Background: an optimization exercise with open tools, aiming at small area, a short achievable clock period and few clock cycles per item. Do not read the settings as production practice. At most, simulation tests tie the RTL to the original design; equivalence was not proved.

==> inputs of run F <==
// barrier_basket_payoff
module barrier_basket_payoff (
  input  wire          clk_i,
  input  wire          rst_ni,
  input  wire          cfg_we_i,
  input  wire  [1:0]   cfg_idx_i,
  input  wire  [15:0]  cfg_data_i,
  input  wire          s_axis_tvalid,
  output logic         s_axis_tready,
  input  wire  [127:0] s_axis_tdata,
  input  wire          s_axis_tuser,
  input  wire          s_axis_tlast,
  output logic         m_axis_tvalid,
  input  wire          m_axis_tready,
  output logic [31:0]  m_axis_tdata,
  output logic         m_axis_tuser
);
==> flow/config.mk <==
export PLATFORM = sky130hd
export DESIGN_NAME = barrier_basket_payoff
export DESIGN_NICKNAME = barrier_basket_payoff
export VERILOG_FILES = /design/flow/design.v
export SDC_FILE = /design/flow/constraint.sdc
export NUM_CORES = 4
export LEC_CHECK = 0
export CAP_MARGIN = 20
export CORE_MARGIN = 2
export CORE_UTILIZATION = 65
export CTS_CLUSTER_DIAMETER = 60
export CTS_CLUSTER_SIZE = 30
export SETUP_SLACK_MARGIN = 5
export SLEW_MARGIN = 20
export TNS_END_PERCENT = 100
==> flow/constraint.sdc <==
create_clock -name core_clock -period 8.5 [get_ports {clk_i}]
set_input_delay 1.7000 -clock core_clock [delete_from_list [all_inputs] [get_ports {clk_i}]]
set_output_delay 1.7000 -clock core_clock [all_outputs]
set_load 0.01 [all_outputs]
standard.sh (not shown) runs the stock make flow with config.mk's settings and CLKGATE_MAP_FILE= SYNTH_SCRIPT=/design/flow/synth_recipe.tcl, a recipe that flattens the netlist after the stock synthesis.
==> flow/flow/run.sh <==
#!/bin/bash
set -euo pipefail
bash standard.sh "BUFFER_PORTS_ARGS=-buffer_cell sky130_fd_sc_hd__buf_2" \
  SETUP_SLACK_MARGIN=5.3 finish > std_flow.log 2>&1
==> run R: changes against run F <==
==> flow/flow/run.sh (replaced) <==
#!/bin/bash
set -euo pipefail
bash standard.sh "BUFFER_PORTS_ARGS=-buffer_cell sky130_fd_sc_hd__buf_2" \
  SETUP_SLACK_MARGIN=5.2 finish > std_flow.log 2>&1
CORE_UTILIZATION = 55   (was 65)
==> run E: changes against run F <==
--- a/flow/design.v
+++ b/flow/design.v
@@ -176,22 +176,19 @@
   logic [31:0] x;
   always_ff @(posedge clk_i or negedge rst_ni) begin
     if (!rst_ni) begin
       r1_vl_q  <= 1'b0;
       r1_chk_q <= 1'b0;
-      bneg     <= 8'd0;
-      bone     <= 8'd0;
-      btwo     <= 8'd0;
     end else begin
       r1_vl_q  <= r0_vl_q;
       r1_chk_q <= r0_v_q & r0_ok_q;
-      bneg     <= bneg_d;
-      bone     <= bone_d;
-      btwo     <= btwo_d;
     end
   end
   always_ff @(posedge clk_i) begin
+    bneg     <= bneg_d;
+    bone     <= bone_d;
+    btwo     <= btwo_d;
     x        <= r0_price_q;
     r1_lth_q <= r0_price_q[31:16] <  e_lo[31:16];
     r1_leh_q <= r0_price_q[31:16] <= e_lo[31:16];
     r1_ltl_q <= r0_price_q[15:0]  <  e_lo[15:0];
     r1_gth_q <= r0_price_q[31:16] >  e_hi[31:16];
@@ -1511,25 +1508,29 @@
   logic        r2b_vl_q, r2b_brk_q;
   logic [47:0] r2b_p_q;
   assign p_s  = r2_a_q ^ r2_b_q ^ r2_c_q;
   assign p_c  = {((r2_a_q[62:0] & r2_b_q[62:0]) | (r2_a_q[62:0] & r2_c_q[62:0]) |
                   (r2_b_q[62:0] & r2_c_q[62:0])), 1'b0};
-  logic [24:0] prod_lo;
-  logic [23:0] prod_h0, prod_h1;
-  assign prod_lo = {1'b0, p_s[23:0]} + {1'b0, p_c[23:0]};
-  assign prod_h0 = p_s[47:24] + p_c[47:24];
-  assign prod_h1 = p_s[47:24] + p_c[47:24] + 24'd1;
-  assign prod    = {16'd0, prod_lo[24] ? prod_h1 : prod_h0, prod_lo[23:0]};
+  assign prod = p_s + p_c;
   always_ff @(posedge clk_i or negedge rst_ni) begin
     if (!rst_ni) begin
       r2b_vl_q  <= 1'b0;
       r2b_brk_q <= 1'b0;
-      r2b_p_q   <= 48'd0;
     end else begin
       r2b_vl_q  <= r2_vl_q;
       r2b_brk_q <= r2_brk_q;
-      r2b_p_q   <= prod[47:0];
+    end
+  end
+  always_ff @(posedge clk_i) begin
+    r2b_p_q <= prod[47:0];
+  end
+  logic [2:0] flush_q;
+  always_ff @(posedge clk_i or negedge rst_ni) begin
+    if (!rst_ni) begin
+      flush_q <= 3'b111;
+    end else begin
+      flush_q <= {flush_q[1:0], 1'b0};
     end
   end
   logic [63:0] acc_q, acc_d;
   logic        acc_brk_q;
   logic [51:0] res_hi_q;    
@@ -1540,11 +1541,11 @@
     if (!rst_ni) begin
       acc_q     <= 64'd0;
       acc_brk_q <= 1'b0;
       res_v_q   <= 1'b0;
     end else begin
-      acc_q     <= r2b_vl_q ? 64'd0 : acc_d;
+      acc_q     <= (r2b_vl_q | flush_q[2]) ? 64'd0 : acc_d;
       acc_brk_q <= ~r2b_vl_q & (acc_brk_q | r2b_brk_q);
       res_v_q   <= r2b_vl_q | (res_v_q & ~out_free);
     end
   end
   always_ff @(posedge clk_i) begin
==> flow/flow/run.sh (replaced) <==
#!/bin/bash
set -euo pipefail
bash standard.sh "BUFFER_PORTS_ARGS=-buffer_cell sky130_fd_sc_hd__buf_2" \
  SETUP_SLACK_MARGIN=5.5 finish > std_flow.log 2>&1
ABC_AREA = 1   (was default)
CORE_UTILIZATION = 55   (was 65)
==> run K: changes against run F <==
--- a/flow/design.v
+++ b/flow/design.v
@@ -104,11 +104,11 @@
   assign ok_old     = ~(pv_q & ~wr) | (pa_q == ph1);
   assign room_res   = res_out ? (pend_q != 2'd2) : (pend_q == 2'd0);
   assign room_nores = res_out | (pend_q != 2'd2);
   always_ff @(posedge clk_i or negedge rst_ni) begin
     if (!rst_ni) begin
-      tready_q <= 1'b0;
+      tready_q <= 1'b1;
       ph_q     <= 4'd0;
       pv_q     <= 1'b0;
       pend_q   <= 2'd0;
     end else begin
       tready_q <= (in_load ? ok_new : ok_old) & (in_res ? room_res : room_nores);
@@ -197,10 +197,11 @@
     r1_gth_q <= r0_price_q[31:16] >  e_hi[31:16];
     r1_geh_q <= r0_price_q[31:16] >= e_hi[31:16];
     r1_gtl_q <= r0_price_q[15:0]  >  e_hi[15:0];
   end
   logic [63:0] mul_a, mul_b, mul_c;
+  logic        brk2;
   logic pp_0_0;
   assign pp_0_0 = ((bone[0] & x[0])) ^ bneg[0];
   logic pp_0_1;
   assign pp_0_1 = ((bone[0] & x[1]) | (btwo[0] & x[0])) ^ bneg[0];
   logic pp_0_2;
@@ -1488,89 +1489,114 @@
   assign hs_186 = pp_6_32 ^ pp_7_30;
   assign hc_186 = pp_6_32 & pp_7_30;
   assign mul_a = {1'b1, 1'b1, 1'b1, 1'b1, 1'b1, 1'b1, 1'b1, 1'b1, 1'b1, 1'b1, 1'b1, 1'b1, 1'b1, 1'b1, 1'b1, 1'b1, pps_7, pp_7_32, pps_6, 1'b1, hc_145, 1'b1, hc_143, fc_141, fc_139, fc_137, fc_135, fc_133, fc_131, fc_129, fc_127, fc_125, fc_123, fc_121, fc_119, fc_117, fc_115, fc_113, fc_111, fc_109, fc_107, fc_105, fc_103, fc_101, fc_99, fc_97, fc_95, fc_93, fc_91, fc_89, fc_87, fc_85, fc_83, hc_81, hc_79, hc_77, hc_76, hs_76, pp_2_1, pp_2_0, pp_0_3, pp_0_2, pp_0_1, pp_0_0};
   assign mul_b = {1'b0, 1'b0, 1'b0, 1'b0, 1'b0, 1'b0, 1'b0, 1'b0, 1'b0, 1'b0, 1'b0, 1'b0, 1'b0, 1'b0, 1'b0, 1'b0, 1'b0, 1'b1, pp_7_31, hs_186, fs_185, fs_184, fs_183, fs_182, fs_181, fs_180, fs_179, fs_178, fs_177, fs_176, fs_175, fs_174, fs_173, fs_172, fs_171, fs_170, fs_169, fs_168, fs_167, fs_166, fs_165, fs_164, fs_163, fs_162, fs_161, fs_160, fs_159, fs_158, fs_157, fs_156, fs_155, fs_154, fs_153, fs_152, fs_151, fs_150, fs_149, fs_148, hs_147, bneg[2], pp_1_1, pp_1_0, 1'b0, bneg[0]};
   assign mul_c = {1'b0, 1'b0, 1'b0, 1'b0, 1'b0, 1'b0, 1'b0, 1'b0, 1'b0, 1'b0, 1'b0, 1'b0, 1'b0, 1'b0, 1'b0, 1'b0, 1'b0, 1'b0, hc_186, fc_185, fc_184, fc_183, fc_182, fc_181, fc_180, fc_179, fc_178, fc_177, fc_176, fc_175, fc_174, fc_173, fc_172, fc_171, fc_170, fc_169, fc_168, fc_167, fc_166, fc_165, fc_164, fc_163, fc_162, fc_161, fc_160, fc_159, fc_158, fc_157, fc_156, fc_155, fc_154, fc_153, fc_152, fc_151, fc_150, fc_149, fc_148, hc_147, hc_146, hs_146, 1'b0, bneg[1], 1'b0, 1'b0};
+  assign brk2 = r1_chk_q & (r1_lth_q | (r1_leh_q & r1_ltl_q) |
+                            r1_gth_q | (r1_geh_q & r1_gtl_q));
   logic        r2_vl_q, r2_brk_q;
   logic [63:0] r2_a_q, r2_b_q, r2_c_q;
   always_ff @(posedge clk_i or negedge rst_ni) begin
     if (!rst_ni) begin
       r2_vl_q  <= 1'b0;
       r2_brk_q <= 1'b0;
     end else begin
       r2_vl_q  <= r1_vl_q;
-      r2_brk_q <= r1_chk_q & (r1_lth_q | (r1_leh_q & r1_ltl_q) |
-                              r1_gth_q | (r1_geh_q & r1_gtl_q));
+      r2_brk_q <= brk2;
     end
   end
   always_ff @(posedge clk_i) begin
     r2_a_q <= mul_a;
     r2_b_q <= mul_b;
     r2_c_q <= mul_c;
   end
-  logic [63:0] p_s, p_c, prod;
-  logic        r2b_vl_q, r2b_brk_q;
-  logic [47:0] r2b_p_q;
+  logic [63:0] p_s, p_c;           
+  logic [31:0] lo_s, lo_c;
+  logic [32:0] lo_sum;
+  logic [31:0] acc_lo_q;
+  logic        acc_brk_q;
   assign p_s  = r2_a_q ^ r2_b_q ^ r2_c_q;
   assign p_c  = {((r2_a_q[62:0] & r2_b_q[62:0]) | (r2_a_q[62:0] & r2_c_q[62:0]) |
                   (r2_b_q[62:0] & r2_c_q[62:0])), 1'b0};
-  logic [24:0] prod_lo;
-  logic [23:0] prod_h0, prod_h1;
-  assign prod_lo = {1'b0, p_s[23:0]} + {1'b0, p_c[23:0]};
-  assign prod_h0 = p_s[47:24] + p_c[47:24];
-  assign prod_h1 = p_s[47:24] + p_c[47:24] + 24'd1;
-  assign prod    = {16'd0, prod_lo[24] ? prod_h1 : prod_h0, prod_lo[23:0]};
+  assign lo_s = acc_lo_q ^ p_s[31:0] ^ p_c[31:0];
+  assign lo_c = {((acc_lo_q[30:0] & p_s[30:0]) | (acc_lo_q[30:0] & p_c[30:0]) |
+                  (p_s[30:0] & p_c[30:0])), 1'b0};
+  assign lo_sum = {1'b0, lo_s} + {1'b0, lo_c};
+  logic [31:0] hs_q, hc_q;         
+  logic        hy_q, hco_q;        
+  logic        r3_vl_q, r3_brk_q;
   always_ff @(posedge clk_i or negedge rst_ni) begin
     if (!rst_ni) begin
-      r2b_vl_q  <= 1'b0;
-      r2b_brk_q <= 1'b0;
-      r2b_p_q   <= 48'd0;
+      acc_lo_q  <= 32'd0;
+      acc_brk_q <= 1'b0;
+      hs_q      <= 32'd0;
+      hc_q      <= 32'd0;
+      hy_q      <= 1'b0;
+      hco_q     <= 1'b0;
+      r3_vl_q   <= 1'b0;
+      r3_brk_q  <= 1'b0;
     end else begin
-      r2b_vl_q  <= r2_vl_q;
-      r2b_brk_q <= r2_brk_q;
-      r2b_p_q   <= prod[47:0];
+      acc_lo_q  <= r2_vl_q ? 32'd0 : lo_sum[31:0];
+      acc_brk_q <= ~r2_vl_q & (acc_brk_q | r2_brk_q);
+      hs_q      <= p_s[63:32];
+      hc_q      <= p_c[63:32];
+      hy_q      <= (acc_lo_q[31] & p_s[31]) | (acc_lo_q[31] & p_c[31]) | (p_s[31] & p_c[31]);
+      hco_q     <= lo_sum[32];
+      r3_vl_q   <= r2_vl_q;
+      r3_brk_q  <= acc_brk_q | r2_brk_q;
     end
   end
-  logic [63:0] acc_q, acc_d;
-  logic        acc_brk_q;
-  logic [51:0] res_hi_q;    
-  logic        res_z_q;     
-  logic        res_brk_q;
-  assign acc_d = acc_q + {{16{r2b_p_q[47]}}, r2b_p_q};
+  logic [31:0] acc_hi_q, hi_s, hi_c, hi_sum;
+  assign hi_s   = acc_hi_q ^ hs_q ^ hc_q;
+  assign hi_c   = {((acc_hi_q[30:0] & hs_q[30:0]) | (acc_hi_q[30:0] & hc_q[30:0]) |
+                    (hs_q[30:0] & hc_q[30:0])), hy_q};
+  assign hi_sum = hi_s + hi_c + {31'd0, hco_q};
   always_ff @(posedge clk_i or negedge rst_ni) begin
     if (!rst_ni) begin
-      acc_q     <= 64'd0;
-      acc_brk_q <= 1'b0;
-      res_v_q   <= 1'b0;
+      acc_hi_q <= 32'd0;
     end else begin
-      acc_q     <= r2b_vl_q ? 64'd0 : acc_d;
-      acc_brk_q <= ~r2b_vl_q & (acc_brk_q | r2b_brk_q);
-      res_v_q   <= r2b_vl_q | (res_v_q & ~out_free);
+      acc_hi_q <= r3_vl_q ? 32'd0 : hi_sum;
     end
   end
+  logic [19:0] res_lo_q;    
+  logic        res_z_q;     
+  logic [31:0] res_hi_q;    
+  logic        res_brk_q;
+  logic [19:0] r3_lo_q;
+  logic        r3_z_q;
   always_ff @(posedge clk_i) begin
-    if (r2b_vl_q) begin
-      res_hi_q  <= acc_d[63:12];
-      res_z_q   <= (acc_d[11:0] == 12'd0);
-      res_brk_q <= acc_brk_q | r2b_brk_q;
+    r3_lo_q <= lo_sum[31:12];
+    r3_z_q  <= (lo_sum[11:0] == 12'd0);
+    if (r3_vl_q) begin
+      res_lo_q  <= r3_lo_q;
+      res_z_q   <= r3_z_q;
+      res_hi_q  <= hi_sum;
+      res_brk_q <= r3_brk_q;
+    end
+  end
+  always_ff @(posedge clk_i or negedge rst_ni) begin
+    if (!rst_ni) begin
+      res_v_q <= 1'b0;
+    end else begin
+      res_v_q <= r3_vl_q | (res_v_q & ~out_free);
     end
   end
   logic [19:0] u0;
   logic [16:0] d16;
   logic        b, nz, neg, sat;
   logic [31:0] payoff;
   logic [31:0] out_data_q;
   logic        out_ko_q;
-  assign u0  = res_hi_q[51:32];
-  assign d16 = {1'b0, res_hi_q[31:16]} - {1'b0, strike_q};
+  assign u0  = res_hi_q[31:12];
+  assign d16 = {1'b0, res_hi_q[11:0], res_lo_q[19:16]} - {1'b0, strike_q};
   assign b   = d16[16];
   assign neg = b ? ((u0 == 20'd0) | (u0[19] & (u0 != 20'h80000))) : u0[19];
   assign sat = b ? (u0[18:0] != 19'd1) : (u0[18:0] != 19'd0);
   assign nz  = (b ? (u0 != 20'd1) : (u0 != 20'd0)) | (d16[15:0] != 16'd0) |
-               (res_hi_q[15:0] != 16'd0) | ~res_z_q;
+               (res_lo_q[15:0] != 16'd0) | ~res_z_q;
   assign payoff = (res_brk_q | ~nz | neg) ? 32'd0 :
-                  sat ? 32'hFFFF_FFFF : {d16[15:0], res_hi_q[15:0]};
+                  sat ? 32'hFFFF_FFFF : {d16[15:0], res_lo_q[15:0]};
   always_ff @(posedge clk_i or negedge rst_ni) begin
     if (!rst_ni) begin
       out_v_q <= 1'b0;
     end else begin
       out_v_q <= res_v_q | (out_v_q & ~m_axis_tready);
==> flow/flow/run.sh (replaced) <==
#!/bin/bash
set -euo pipefail
bash standard.sh SETUP_SLACK_MARGIN=5.4 finish > std_flow.log 2>&1
CORE_UTILIZATION = 55   (was 65)
CTS_BUF_LIST = sky130_fd_sc_hd__clkbuf_4 sky130_fd_sc_hd__clkbuf_8   (was default)
CTS_CLUSTER_DIAMETER = default   (was 60)
CTS_CLUSTER_SIZE = default   (was 30)
==> impl_metrics.tcl <==
set metrics [dict create \
    grtUsageMet1_pct 39.41 \
    seq_cells 1859 \
    synthTopCellsByArea "dfxtp_1, edfxtp_1, a22oi_1" \
    finalPower_uw 18360 \
    clock_latency_ps 780 \
    cp_cell_sequence "fa_1 > ha_2 > fa_2 > a211oi_4 > o211a_4 > nor4_4 > o21a_1 > o311ai_4 > nand4_1 > nor2_1 > nand2_1 > or4_4 > xor2_1" \
    muxShareOfSynthArea_pct 1.484 \
    synth_top_family_by_area "compound AO/OA/AOI/OAI gates" \
    avgSynthCellArea_um2 12.19 \
    status "timing/DRC/antenna clean" \
]
[end of results for run R]
==> impl_metrics.tcl <==
set metrics [dict create \
    seq_cells 1866 \
    finalPower_uw 22000 \
    cp_cell_sequence "buf_6" \
    synthTopCellsByArea "dfxtp_1, edfxtp_1, a22oi_1" \
    grtUsageMet1_pct 39.85 \
    synth_top_family_by_area "compound AO/OA/AOI/OAI gates" \
    avgSynthCellArea_um2 12.76 \
    clock_latency_ps 990 \
    status "timing/DRC/antenna clean" \
]
[end of results for run K]
==> impl_metrics.tcl <==
set metrics [dict create \
    grtUsageMet1_pct 40.97 \
    synthTopCellsByArea "dfxtp_1, edfxtp_1, nand2_1" \
    clock_latency_ps 790 \
    cp_cell_sequence "buf_12 > buf_6" \
    synth_top_family_by_area "simple AND/OR/NAND/NOR gates" \
    muxShareOfSynthArea_pct 0.4484 \
    status "timing/DRC/antenna clean" \
    avgSynthCellArea_um2 10.00 \
]
[end of results for run E]
==> impl_metrics.tcl <==
set metrics [dict create \
    clock_latency_ps 750 \
    seq_cells 1859 \
    avgSynthCellArea_um2 12.19 \
    status "timing/DRC/antenna clean" \
    clk_pin_slew_worst_paths_ps 100 \
    cp_cell_sequence "fa_1 > ha_2 > fa_2 > a211oi_4 > o211a_4 > nor4_4 > o21a_1 > o311ai_4 > nand4_1 > nor2_2 > nand2_2 > or4_4 > xor2_1" \
    vias 45057 \
    synthTopCellsByArea "dfxtp_1, edfxtp_1, a22oi_1" \
    holdWs_ps 334.6 \
    muxShareOfSynthArea_pct 1.484 \
    synth_top_family_by_area "compound AO/OA/AOI/OAI gates" \
    syn-instance-count 5589 \
    finalPower_uw 18320 \
]
[end of results for run F]
Testbench counts of run E, summed over its fixed seeds: cycles 15,480, items 320.
The RTL of run F, run R and run K was laid out without a check of its function.

==> port drivers added, routing unchanged <==
The flow's constraints put no driver on any port. The routed layouts listed below were extracted and timed again, unchanged, in two steps.
Step 1 sets driving cells, clkbuf_16 on the clock port and buf_2 on the other inputs (assumed; they add their load-dependent delay and slew).
Step 2 times the ports against the registers' clock, not the clock port: input delays grow and output delays shrink by t, the midpoint of the rising clock arrivals with the driver on.
Slacks: ideal / step 1 / step 2; pairs: ideal / step 1.
run | t (ns) | slack for setup (ns) | clock arrival spread, ns
run F | 0.802 | 4.841 / 4.841 / 4.762 | 0.066 / 0.066
run R | 0.826 | 4.928 / 4.928 / 4.755 | 0.084 / 0.083
run E | 0.830 | 5.279 / 5.198 / 4.948 | 0.088 / 0.088
run K | 1.028 | 4.951 / 4.876 / 4.537 | 0.073 / 0.072
After both steps setup and hold are still met in every run listed. The setup slack of run K, which loses most, moves by -0.075 ns with the drivers and by -0.414 ns with both steps.
